This design comes from an exercise in tuning for small area, a short achievable clock period and few clock cycles per item on the open sky130 flow, not from production work. Where RTL was checked, it was by simulation tests only, not by an equivalence proof against the original. Power and IR drop assume default switching activity.

==> run H: inputs <==
## lc4_core
module lc4_core
(
    input  logic        gwe,
    input  logic        i_arst_n,
    input  logic        i_insn_valid,
    input  logic [15:0] i_insn,
    output logic        o_insn_ready,
    output logic        o_ret_valid,
    input  logic        i_ret_ready,
    output logic [15:0] o_ret_insn,
    output logic        o_ret_we,
    output logic [2:0]  o_ret_wsel,
    output logic [15:0] o_ret_data,
    output logic [2:0]  o_ret_nzp
);
    logic        x_valid;
    logic [15:0] x_insn;
    logic [7:0]  x_rs_hot;
    logic [7:0]  x_rt_hot;
    logic [7:0]  y_rd_hot;
    logic [7:0]  x_rd_hot;
    logic [7:0]  xn_rs_hot;
    logic [7:0]  xn_rt_hot;
    logic [15:0] xn_insn;
    logic        xn_use_a;
    logic        xn_use_b;
    logic [7:0]  yn_rd_hot;
    logic        yn_fwd;
    logic        yn_mw;
    logic        byp_a;
    logic        byp_b;
    logic        x_we;
    logic        x_mul;
    logic        x_use_a;
    logic        x_use_b;
    logic [15:0] rf_a;
    logic [15:0] rf_b;
    logic [15:0] a;
    logic [15:0] b;
    logic [15:0] x_s;
    logic [15:0] x_c;
    logic        hit_a;
    logic        hit_b;
    logic        stall;
    logic        y_free;
    logic        x_fire;
    logic        y_valid;
    logic [15:0] y_insn;
    logic [15:0] y_s;
    logic [15:0] y_c;
    logic        y_fwd;    
    logic        y_mw;     
    logic [15:0] y_sum;
    logic        y_zero;
    assign y_free       = ~y_valid | i_ret_ready;
    assign x_fire       = x_valid & y_free & ~stall;
    assign o_insn_ready = ~x_valid | (y_free & ~stall);
    insn_queue u_in (
        .gwe      (gwe),
        .i_arst_n (i_arst_n),
        .i_load   (o_insn_ready),
        .i_valid  (i_insn_valid),
        .i_insn   (i_insn),
  ...
export LEC_CHECK = 0
export ABC_AREA = 1
export CAP_MARGIN = 20
export CORE_MARGIN = 2
export CORE_UTILIZATION = 40
export PLACE_DENSITY = 0.6
export SLEW_MARGIN = 20
create_clock -name core_clock -period 8.2 [get_ports {gwe}]
run.sh (not shown) runs the stock make flow with config.mk's settings and CLKGATE_MAP_FILE= SYNTH_SCRIPT=/design/flow/synth_recipe.tcl, a recipe that flattens the netlist after the stock synthesis.
==> run C (differences from run H) <==
--- a/flow/design.v
+++ b/flow/design.v
@@ -129,88 +129,93 @@
         o_rs_hot <= o_nx_rs_hot;
         o_rt_hot <= o_nx_rt_hot;
     end
 endmodule
 `timescale 1ns/1ps
 module lc4_execute
 (
     input  logic [15:0] i_insn,
-    input  logic        i_mul,
     input  logic [15:0] i_a,
     input  logic [15:0] i_b,
     output logic [15:0] o_s,
     output logic [15:0] o_c
 );
-    logic [15:0] imm5;
-    logic [15:0] addend;
+    logic        arith;
+    logic        logic_op;
+    logic        is_const;
+    logic        is_hiconst;
     logic        is_sub;
+    logic        is_not;
+    logic        op_sum;
+    logic        op_mul;
+    logic        op_p;
+    logic        op_g;
+    logic [15:0] imm5;
+    logic [15:0] immv;
+    logic [15:0] y;
+    logic [15:0] p;
+    logic [15:0] g;
     logic [15:0] sum;
-    logic [15:0] sum_raw;
     logic [15:0] ms;
     logic [15:0] mc;
-    logic [15:0] logic_res;
-    logic [15:0] alu;
-    assign imm5   = {{11{i_insn[4]}}, i_insn[4:0]};
-    assign is_sub = ~i_insn[5] & i_insn[4];
-    assign addend = i_insn[5] ? imm5 : i_b;
-    lc4_add16 u_add (.i_a(i_a ^ {16{is_sub}}), .i_b(addend), .o_sum(sum_raw));
-    assign sum    = sum_raw ^ {16{is_sub}};
+    assign arith      = (i_insn[15:14] == 2'b00);
+    assign logic_op   = (i_insn[15:14] == 2'b01);
+    assign is_const   = (i_insn[15:14] == 2'b10);
+    assign is_hiconst = (i_insn[15:14] == 2'b11);
+    assign is_sub     = arith & (i_insn[5:3] == 3'b010);
+    assign is_not     = logic_op & (i_insn[5:3] == 3'b001);
+    assign op_mul     = arith & (i_insn[5:3] == 3'b001);
+    assign op_sum     = arith & ~op_mul;
+    assign op_p       = logic_op & ~i_insn[5] & (i_insn[4:3] != 2'b00);
+    assign op_g       = logic_op & (i_insn[5] | ~i_insn[3]);
+    assign imm5 = {{11{i_insn[4]}}, i_insn[4:0]};
+    assign immv = is_const ? {{7{i_insn[8]}}, i_insn[8:0]} : {i_insn[7:0], 8'h00};
+    assign y = ((i_insn[5] ? imm5 : i_b) ^ {16{is_sub}}) | {16{is_not}};
+    lc4_add16 u_add (.i_a(i_a), .i_b(y), .i_cin(is_sub), .o_sum(sum), .o_p(p), .o_g(g));
     lc4_mul16 u_mul (.i_a(i_a), .i_b(i_b), .o_s(ms), .o_c(mc));
-    always_comb begin
-        if (i_insn[5]) begin
-            logic_res = i_a & imm5;
-        end else begin
-            case (i_insn[4:3])
-                2'd0:    logic_res = i_a & i_b;
-                2'd1:    logic_res = ~i_a;
-                2'd2:    logic_res = i_a | i_b;
-                default: logic_res = i_a ^ i_b;
-            endcase
-        end
-    end
-    always_comb begin
-        case (i_insn[15:14])
-            2'b00:   alu = sum;
-            2'b01:   alu = logic_res;
-            2'b10:   alu = {{7{i_insn[8]}}, i_insn[8:0]};
-            default: alu = {i_insn[7:0], i_b[7:0]};
-        endcase
-    end
-    assign o_s = i_mul ? ms : alu;
-    assign o_c = i_mul ? mc : 16'd0;
+    assign o_s = (sum & {16{op_sum}}) | (p & {16{op_p}}) | (g & {16{op_g}}) |
+                 (ms & {16{op_mul}}) | (immv & {16{is_const | is_hiconst}}) |
+                 ({8'h00, i_b[7:0]} & {16{is_hiconst}});
+    assign o_c = mc & {16{op_mul}};
 endmodule
 module lc4_add16
 (
     input  logic [15:0] i_a,
     input  logic [15:0] i_b,
-    output logic [15:0] o_sum
+    input  logic        i_cin,
+    output logic [15:0] o_sum,
+    output logic [15:0] o_p,
+    output logic [15:0] o_g
 );
     logic [15:0] p;
     logic [15:0] g;
     logic [15:0] gg;
     logic [15:0] pp;
     always_comb begin
         p  = i_a ^ i_b;
         g  = i_a & i_b;
         gg = g;
         pp = p;
+        gg[0] = g[0] | (p[0] & i_cin);
         for (int l = 0; l < 4; l++) begin
             for (int i = (2 << l) - 1; i < 16; i += (2 << l)) begin
                 gg[i] = gg[i] | (pp[i] & gg[i - (1 << l)]);
                 pp[i] = pp[i] & pp[i - (1 << l)];
             end
         end
         for (int l = 2; l >= 0; l--) begin
             for (int i = (3 << l) - 1; i < 16; i += (2 << l)) begin
                 gg[i] = gg[i] | (pp[i] & gg[i - (1 << l)]);
                 pp[i] = pp[i] & pp[i - (1 << l)];
             end
         end
-        o_sum = p ^ {gg[14:0], 1'b0};
+        o_sum = p ^ {gg[14:0], i_cin};
+        o_p   = p;
+        o_g   = g;
     end
 endmodule
 module lc4_mul16
 (
     input  logic [15:0] i_a,
     input  logic [15:0] i_b,
     output logic [15:0] o_s,
     output logic [15:0] o_c
@@ -768,17 +773,16 @@
         end else begin
             stall <= yn_mw & ((hit_a & xn_use_a) | (hit_b & xn_use_b));
         end
     end
     assign a = byp_a ? y_s : rf_a;
     assign b = byp_b ? y_s : rf_b;
     lc4_execute u_alu (
         .i_insn (x_insn),
-        .i_mul  (x_mul),
         .i_a    (a),
         .i_b    (b),
         .o_s    (x_s),
         .o_c    (x_c)
     );
     always_ff @(posedge gwe or negedge i_arst_n) begin
         if (!i_arst_n) begin
             y_valid <= 1'b0;
@@ -792,17 +796,17 @@
     end
     always_ff @(posedge gwe) begin
         if (y_free) begin
             y_insn <= x_insn;
             y_s    <= x_s;
             y_c    <= x_c;
         end
     end
-    lc4_add16 u_cpa (.i_a(y_s), .i_b(y_c), .o_sum(y_sum));
+    lc4_add16 u_cpa (.i_a(y_s), .i_b(y_c), .i_cin(1'b0), .o_sum(y_sum), .o_p(), .o_g());
     assign y_zero = &(~(y_s ^ y_c ^ {y_s[14:0] | y_c[14:0], 1'b0}));
     assign o_ret_valid = y_valid;
     assign o_ret_insn  = y_insn;
     assign o_ret_we    = y_fwd | y_mw;
     assign o_ret_wsel  = y_insn[11:9];
     assign o_ret_data  = y_sum;
     assign o_ret_nzp   = {y_sum[15], y_zero, ~y_sum[15] & ~y_zero};
 endmodule
Settings changed: ABC_AREA 1 to not set, SETUP_SLACK_MARGIN set to 2.9, TNS_END_PERCENT set to 0.
==> run R (differences from run H) <==
--- a/flow/design.v
+++ b/flow/design.v
@@ -97,17 +97,19 @@
     input  logic        i_valid,
     input  logic [15:0] i_insn,
     output logic        o_valid,
     output logic [15:0] o_insn,
     output logic [7:0]  o_rs_hot,
     output logic [7:0]  o_rt_hot,
     output logic [15:0] o_nx_insn,
     output logic [7:0]  o_nx_rs_hot,
-    output logic [7:0]  o_nx_rt_hot
+    output logic [7:0]  o_nx_rt_hot,
+    output logic [7:0]  o_in_rs_hot,
+    output logic [7:0]  o_in_rt_hot
 );
     logic [2:0] bsel;
     logic [7:0] rs_hot;
     logic [7:0] rt_hot;
     assign bsel = (i_insn[15:12] == 4'b1101) ? i_insn[11:9] : i_insn[2:0];
     always_ff @(posedge gwe or negedge i_arst_n) begin
         if (!i_arst_n) begin
             o_valid <= 1'b0;
@@ -116,101 +118,108 @@
         end
     end
     always_comb begin
         for (int i = 0; i < 8; i++) begin
             rs_hot[i] = (i_insn[8:6] == 3'(i));
             rt_hot[i] = (bsel == 3'(i));
         end
     end
+    assign o_in_rs_hot = rs_hot;
+    assign o_in_rt_hot = rt_hot;
     assign o_nx_insn   = i_load ? i_insn : o_insn;
     assign o_nx_rs_hot = i_load ? rs_hot : o_rs_hot;
     assign o_nx_rt_hot = i_load ? rt_hot : o_rt_hot;
     always_ff @(posedge gwe) begin
         o_insn   <= o_nx_insn;
         o_rs_hot <= o_nx_rs_hot;
         o_rt_hot <= o_nx_rt_hot;
     end
 endmodule
 `timescale 1ns/1ps
 module lc4_execute
 (
     input  logic [15:0] i_insn,
-    input  logic        i_mul,
     input  logic [15:0] i_a,
     input  logic [15:0] i_b,
     output logic [15:0] o_s,
     output logic [15:0] o_c
 );
-    logic [15:0] imm5;
-    logic [15:0] addend;
+    logic        arith;
+    logic        logic_op;
+    logic        is_const;
+    logic        is_hiconst;
     logic        is_sub;
+    logic        is_not;
+    logic        op_sum;
+    logic        op_mul;
+    logic        op_p;
+    logic        op_g;
+    logic [15:0] imm5;
+    logic [15:0] immv;
+    logic [15:0] y;
+    logic [15:0] p;
+    logic [15:0] g;
     logic [15:0] sum;
-    logic [15:0] sum_raw;
     logic [15:0] ms;
     logic [15:0] mc;
-    logic [15:0] logic_res;
-    logic [15:0] alu;
-    assign imm5   = {{11{i_insn[4]}}, i_insn[4:0]};
-    assign is_sub = ~i_insn[5] & i_insn[4];
-    assign addend = i_insn[5] ? imm5 : i_b;
-    lc4_add16 u_add (.i_a(i_a ^ {16{is_sub}}), .i_b(addend), .o_sum(sum_raw));
-    assign sum    = sum_raw ^ {16{is_sub}};
+    assign arith      = (i_insn[15:14] == 2'b00);
+    assign logic_op   = (i_insn[15:14] == 2'b01);
+    assign is_const   = (i_insn[15:14] == 2'b10);
+    assign is_hiconst = (i_insn[15:14] == 2'b11);
+    assign is_sub     = arith & (i_insn[5:3] == 3'b010);
+    assign is_not     = logic_op & (i_insn[5:3] == 3'b001);
+    assign op_mul     = arith & (i_insn[5:3] == 3'b001);
+    assign op_sum     = arith & ~op_mul;
+    assign op_p       = logic_op & ~i_insn[5] & (i_insn[4:3] != 2'b00);
+    assign op_g       = logic_op & (i_insn[5] | ~i_insn[3]);
+    assign imm5 = {{11{i_insn[4]}}, i_insn[4:0]};
+    assign immv = is_const ? {{7{i_insn[8]}}, i_insn[8:0]} : {i_insn[7:0], 8'h00};
+    assign y = ((i_insn[5] ? imm5 : i_b) ^ {16{is_sub}}) | {16{is_not}};
+    lc4_add16 u_add (.i_a(i_a), .i_b(y), .i_cin(is_sub), .o_sum(sum), .o_p(p), .o_g(g));
     lc4_mul16 u_mul (.i_a(i_a), .i_b(i_b), .o_s(ms), .o_c(mc));
-    always_comb begin
-        if (i_insn[5]) begin
-            logic_res = i_a & imm5;
-        end else begin
-            case (i_insn[4:3])
-                2'd0:    logic_res = i_a & i_b;
-                2'd1:    logic_res = ~i_a;
-                2'd2:    logic_res = i_a | i_b;
-                default: logic_res = i_a ^ i_b;
-            endcase
-        end
-    end
-    always_comb begin
-        case (i_insn[15:14])
-            2'b00:   alu = sum;
-            2'b01:   alu = logic_res;
-            2'b10:   alu = {{7{i_insn[8]}}, i_insn[8:0]};
-            default: alu = {i_insn[7:0], i_b[7:0]};
-        endcase
-    end
-    assign o_s = i_mul ? ms : alu;
-    assign o_c = i_mul ? mc : 16'd0;
+    assign o_s = (sum & {16{op_sum}}) | (p & {16{op_p}}) | (g & {16{op_g}}) |
+                 (ms & {16{op_mul}}) | (immv & {16{is_const | is_hiconst}}) |
+                 ({8'h00, i_b[7:0]} & {16{is_hiconst}});
+    assign o_c = mc & {16{op_mul}};
 endmodule
 module lc4_add16
 (
     input  logic [15:0] i_a,
     input  logic [15:0] i_b,
-    output logic [15:0] o_sum
+    input  logic        i_cin,
+    output logic [15:0] o_sum,
+    output logic [15:0] o_p,
+    output logic [15:0] o_g
 );
     logic [15:0] p;
     logic [15:0] g;
     logic [15:0] gg;
     logic [15:0] pp;
     always_comb begin
         p  = i_a ^ i_b;
         g  = i_a & i_b;
         gg = g;
         pp = p;
+        gg[0] = g[0] | (p[0] & i_cin);
         for (int l = 0; l < 4; l++) begin
             for (int i = (2 << l) - 1; i < 16; i += (2 << l)) begin
                 gg[i] = gg[i] | (pp[i] & gg[i - (1 << l)]);
                 pp[i] = pp[i] & pp[i - (1 << l)];
             end
         end
         for (int l = 2; l >= 0; l--) begin
             for (int i = (3 << l) - 1; i < 16; i += (2 << l)) begin
                 gg[i] = gg[i] | (pp[i] & gg[i - (1 << l)]);
                 pp[i] = pp[i] & pp[i - (1 << l)];
             end
         end
-        o_sum = p ^ {gg[14:0], 1'b0};
+        o_sum = p ^ {gg[14:0], i_cin};
+        o_p   = p;
+        o_g   = g;
     end
 endmodule
 module lc4_mul16
 (
     input  logic [15:0] i_a,
     input  logic [15:0] i_b,
     output logic [15:0] o_s,
     output logic [15:0] o_c
@@ -670,35 +679,45 @@
     logic [15:0] x_insn;
     logic [7:0]  x_rs_hot;
     logic [7:0]  x_rt_hot;
     logic [7:0]  y_rd_hot;
     logic [7:0]  x_rd_hot;
     logic [7:0]  xn_rs_hot;
     logic [7:0]  xn_rt_hot;
     logic [15:0] xn_insn;
-    logic        xn_use_a;
-    logic        xn_use_b;
-    logic [7:0]  yn_rd_hot;
-    logic        yn_fwd;
-    logic        yn_mw;
+    logic [7:0]  in_rs_hot;
+    logic [7:0]  in_rt_hot;
+    logic        in_use_a;
+    logic        in_use_b;
+    logic        h_xi_a;
+    logic        h_xi_b;
+    logic        h_yi_a;
+    logic        h_yi_b;
+    logic        h_yx_a;
+    logic        h_yx_b;
+    logic        x_go;
+    logic        byp_a_f;
+    logic        byp_b_f;
+    logic        stall_f;
+    logic        byp_a_h;
+    logic        byp_b_h;
+    logic        stall_h;
     logic        byp_a;
     logic        byp_b;
     logic        x_we;
     logic        x_mul;
     logic        x_use_a;
     logic        x_use_b;
     logic [15:0] rf_a;
     logic [15:0] rf_b;
     logic [15:0] a;
     logic [15:0] b;
     logic [15:0] x_s;
     logic [15:0] x_c;
-    logic        hit_a;
-    logic        hit_b;
     logic        stall;
     logic        y_free;
     logic        x_fire;
     logic        y_valid;
     logic [15:0] y_insn;
     logic [15:0] y_s;
     logic [15:0] y_c;
     logic        y_fwd;    
@@ -715,24 +734,26 @@
         .i_valid  (i_insn_valid),
         .i_insn   (i_insn),
         .o_valid  (x_valid),
         .o_insn   (x_insn),
         .o_rs_hot (x_rs_hot),
         .o_rt_hot (x_rt_hot),
         .o_nx_insn   (xn_insn),
         .o_nx_rs_hot (xn_rs_hot),
-        .o_nx_rt_hot (xn_rt_hot)
+        .o_nx_rt_hot (xn_rt_hot),
+        .o_in_rs_hot (in_rs_hot),
+        .o_in_rt_hot (in_rt_hot)
     );
-    lc4_decode u_ndec (
-        .i_insn  (xn_insn),
+    lc4_decode u_idec (
+        .i_insn  (i_insn),
         .o_we    (),
         .o_mul   (),
-        .o_use_a (xn_use_a),
-        .o_use_b (xn_use_b)
+        .o_use_a (in_use_a),
+        .o_use_b (in_use_b)
     );
     lc4_decode u_xdec (
         .i_insn  (x_insn),
         .o_we    (x_we),
         .o_mul   (x_mul),
         .o_use_a (x_use_a),
         .o_use_b (x_use_b)
     );
@@ -748,37 +769,45 @@
         .i_wdata   (y_sum)
     );
     always_comb begin
         for (int i = 0; i < 8; i++) begin
             y_rd_hot[i] = (y_insn[11:9] == 3'(i));
             x_rd_hot[i] = (x_insn[11:9] == 3'(i));
         end
     end
-    assign yn_fwd    = y_free ? (x_fire & x_we & ~x_mul) : y_fwd;
-    assign yn_mw     = y_free ? (x_fire & x_mul) : y_mw;
-    assign yn_rd_hot = y_free ? x_rd_hot : y_rd_hot;
-    assign hit_a     = |(yn_rd_hot & xn_rs_hot);
-    assign hit_b     = |(yn_rd_hot & xn_rt_hot);
+    assign h_xi_a = |(x_rd_hot & in_rs_hot);
+    assign h_xi_b = |(x_rd_hot & in_rt_hot);
+    assign h_yi_a = |(y_rd_hot & in_rs_hot);
+    assign h_yi_b = |(y_rd_hot & in_rt_hot);
+    assign h_yx_a = |(y_rd_hot & x_rs_hot);
+    assign h_yx_b = |(y_rd_hot & x_rt_hot);
+    assign x_go    = x_valid & ~stall;
+    assign byp_a_f = x_go & x_we & ~x_mul & h_xi_a;
+    assign byp_b_f = x_go & x_we & ~x_mul & h_xi_b;
+    assign stall_f = x_go & x_mul & ((h_xi_a & in_use_a) | (h_xi_b & in_use_b));
+    assign byp_a_h = y_fwd & (x_valid ? h_yx_a : h_yi_a);
+    assign byp_b_h = y_fwd & (x_valid ? h_yx_b : h_yi_b);
+    assign stall_h = y_mw & (x_valid ? ((h_yx_a & x_use_a) | (h_yx_b & x_use_b))
+                                     : ((h_yi_a & in_use_a) | (h_yi_b & in_use_b)));
     always_ff @(posedge gwe) begin
-        byp_a <= yn_fwd & hit_a;
-        byp_b <= yn_fwd & hit_b;
+        byp_a <= y_free ? byp_a_f : byp_a_h;
+        byp_b <= y_free ? byp_b_f : byp_b_h;
     end
     always_ff @(posedge gwe or negedge i_arst_n) begin
         if (!i_arst_n) begin
             stall <= 1'b0;
         end else begin
-            stall <= yn_mw & ((hit_a & xn_use_a) | (hit_b & xn_use_b));
+            stall <= y_free ? stall_f : stall_h;
         end
     end
     assign a = byp_a ? y_s : rf_a;
     assign b = byp_b ? y_s : rf_b;
     lc4_execute u_alu (
         .i_insn (x_insn),
-        .i_mul  (x_mul),
         .i_a    (a),
         .i_b    (b),
         .o_s    (x_s),
         .o_c    (x_c)
     );
     always_ff @(posedge gwe or negedge i_arst_n) begin
         if (!i_arst_n) begin
             y_valid <= 1'b0;
@@ -792,17 +821,17 @@
     end
     always_ff @(posedge gwe) begin
         if (y_free) begin
             y_insn <= x_insn;
             y_s    <= x_s;
             y_c    <= x_c;
         end
     end
-    lc4_add16 u_cpa (.i_a(y_s), .i_b(y_c), .o_sum(y_sum));
+    lc4_add16 u_cpa (.i_a(y_s), .i_b(y_c), .i_cin(1'b0), .o_sum(y_sum), .o_p(), .o_g());
     assign y_zero = &(~(y_s ^ y_c ^ {y_s[14:0] | y_c[14:0], 1'b0}));
     assign o_ret_valid = y_valid;
     assign o_ret_insn  = y_insn;
     assign o_ret_we    = y_fwd | y_mw;
     assign o_ret_wsel  = y_insn[11:9];
     assign o_ret_data  = y_sum;
     assign o_ret_nzp   = {y_sum[15], y_zero, ~y_sum[15] & ~y_zero};
 endmodule
Settings changed: SETUP_SLACK_MARGIN set to 3.0, TNS_END_PERCENT set to 0.
==> comparison table <==
Multi-input gates: run H 1351; run R 1231; run C 1081
Count of buffers added by post-CTS timing repair for setup: run H 0; run R 43; run C 29
Crit. Startpoint: run H y_s[3]$_DFFE_PN_; run R u_in.o_rt_hot[4]$_DFFE_PP_; run C y_s[8]$_DFFE_PN_
Peak supply drop: run H 0.344 mV; run R 0.358 mV; run C 0.375 mV
Comb. pwr: run H 4.25 mW; run R 5.49 mW; run C 5.10 mW
Reg2reg start: run H u_in.o_rt_hot[1]$_DFF_P_; run R u_in.o_rt_hot[4]$_DFFE_PP_; run C u_in.o_rt_hot[5]$_DFF_P_
Adder-cell area share of the yosys netlist: run H 13.0%; run R 11.3%; run C 11.7%
Highest achievable clock rate: run H 166 MHz; run R 189 MHz; run C 180 MHz
Result of the run: run H timing/DRC/antenna clean; run R timing/DRC/antenna clean; run C timing/DRC/antenna clean
Relative contribution of the clock network to total power: run H 15.6%; run R 15.5%; run C 13.3%
Met3 wirelength from detailed routing: run H 5230 um; run R 4670 um; run C 5900 um
Die span in y: run H 202 um; run R 197 um; run C 199 um
Num CTS Buffers: run H 24; run R 26; run C 23
Synth Net Count: run H 2025; run R 1858; run C 1648
Power, Total: run H 6.98 mW; run R 8.52 mW; run C 7.86 mW
Synth unique cells: run H 50; run R 53; run C 77
Number of fill cells in the layout: run H 3845; run R 3426; run C 3540
Global-route track usage on met2: run H 39.4%; run R 41.3%; run C 40.3%
Buffering overhead: run H 4.70%; run R 6.49%; run C 7.91%
Largest net degree at the start of global routing: run H 61; run R 49; run C 47
Die area: run H 40900 um^2; run R 39000 um^2; run C 39400 um^2
Resize count post-CTS: run H 0; run R 22; run C 74
Final-layout worst hold slack: run H 470 ps; run R 451 ps; run C 473 ps
Testbench counts of run C, summed over its fixed seeds: cycles 16,336, items 16,000.
Testbench counts of run R, summed over its fixed seeds: cycles 16,336, items 16,000.
For run H, only the layout was checked, not whether the RTL still works.

## separate check: timing with driven ports
How much do the figures lean on ideal ports? The routed layouts below were timed once more, with nothing changed but the port constraints.
Step 1 (the two cells are an assumption about what drives the block):
set clk [get_ports {gwe}]
set_driving_cell -lib_cell sky130_fd_sc_hd__clkbuf_16 $clk
set_driving_cell -lib_cell sky130_fd_sc_hd__buf_2 [delete_from_list [all_inputs] $clk]
Step 2 moves the port delays by t, midway between the first and last clock arrival at a register: inputs arrive t later, outputs are due t later. That takes back most of the time a late clock gives input paths.
Three values: ideal ports, drivers, drivers and shift; two values: the first two.
run | t (ns) | setup WS [ns] | worst setup path after step 2
run H | 0.576 | 2.167 / 2.122 / 2.202 | register to register
run C | 0.574 | 2.630 / 2.582 / 2.667 | register to register
run R | 0.597 | 2.920 / 2.920 / 2.920 | register to register
After both steps setup and hold are still met in every run listed.
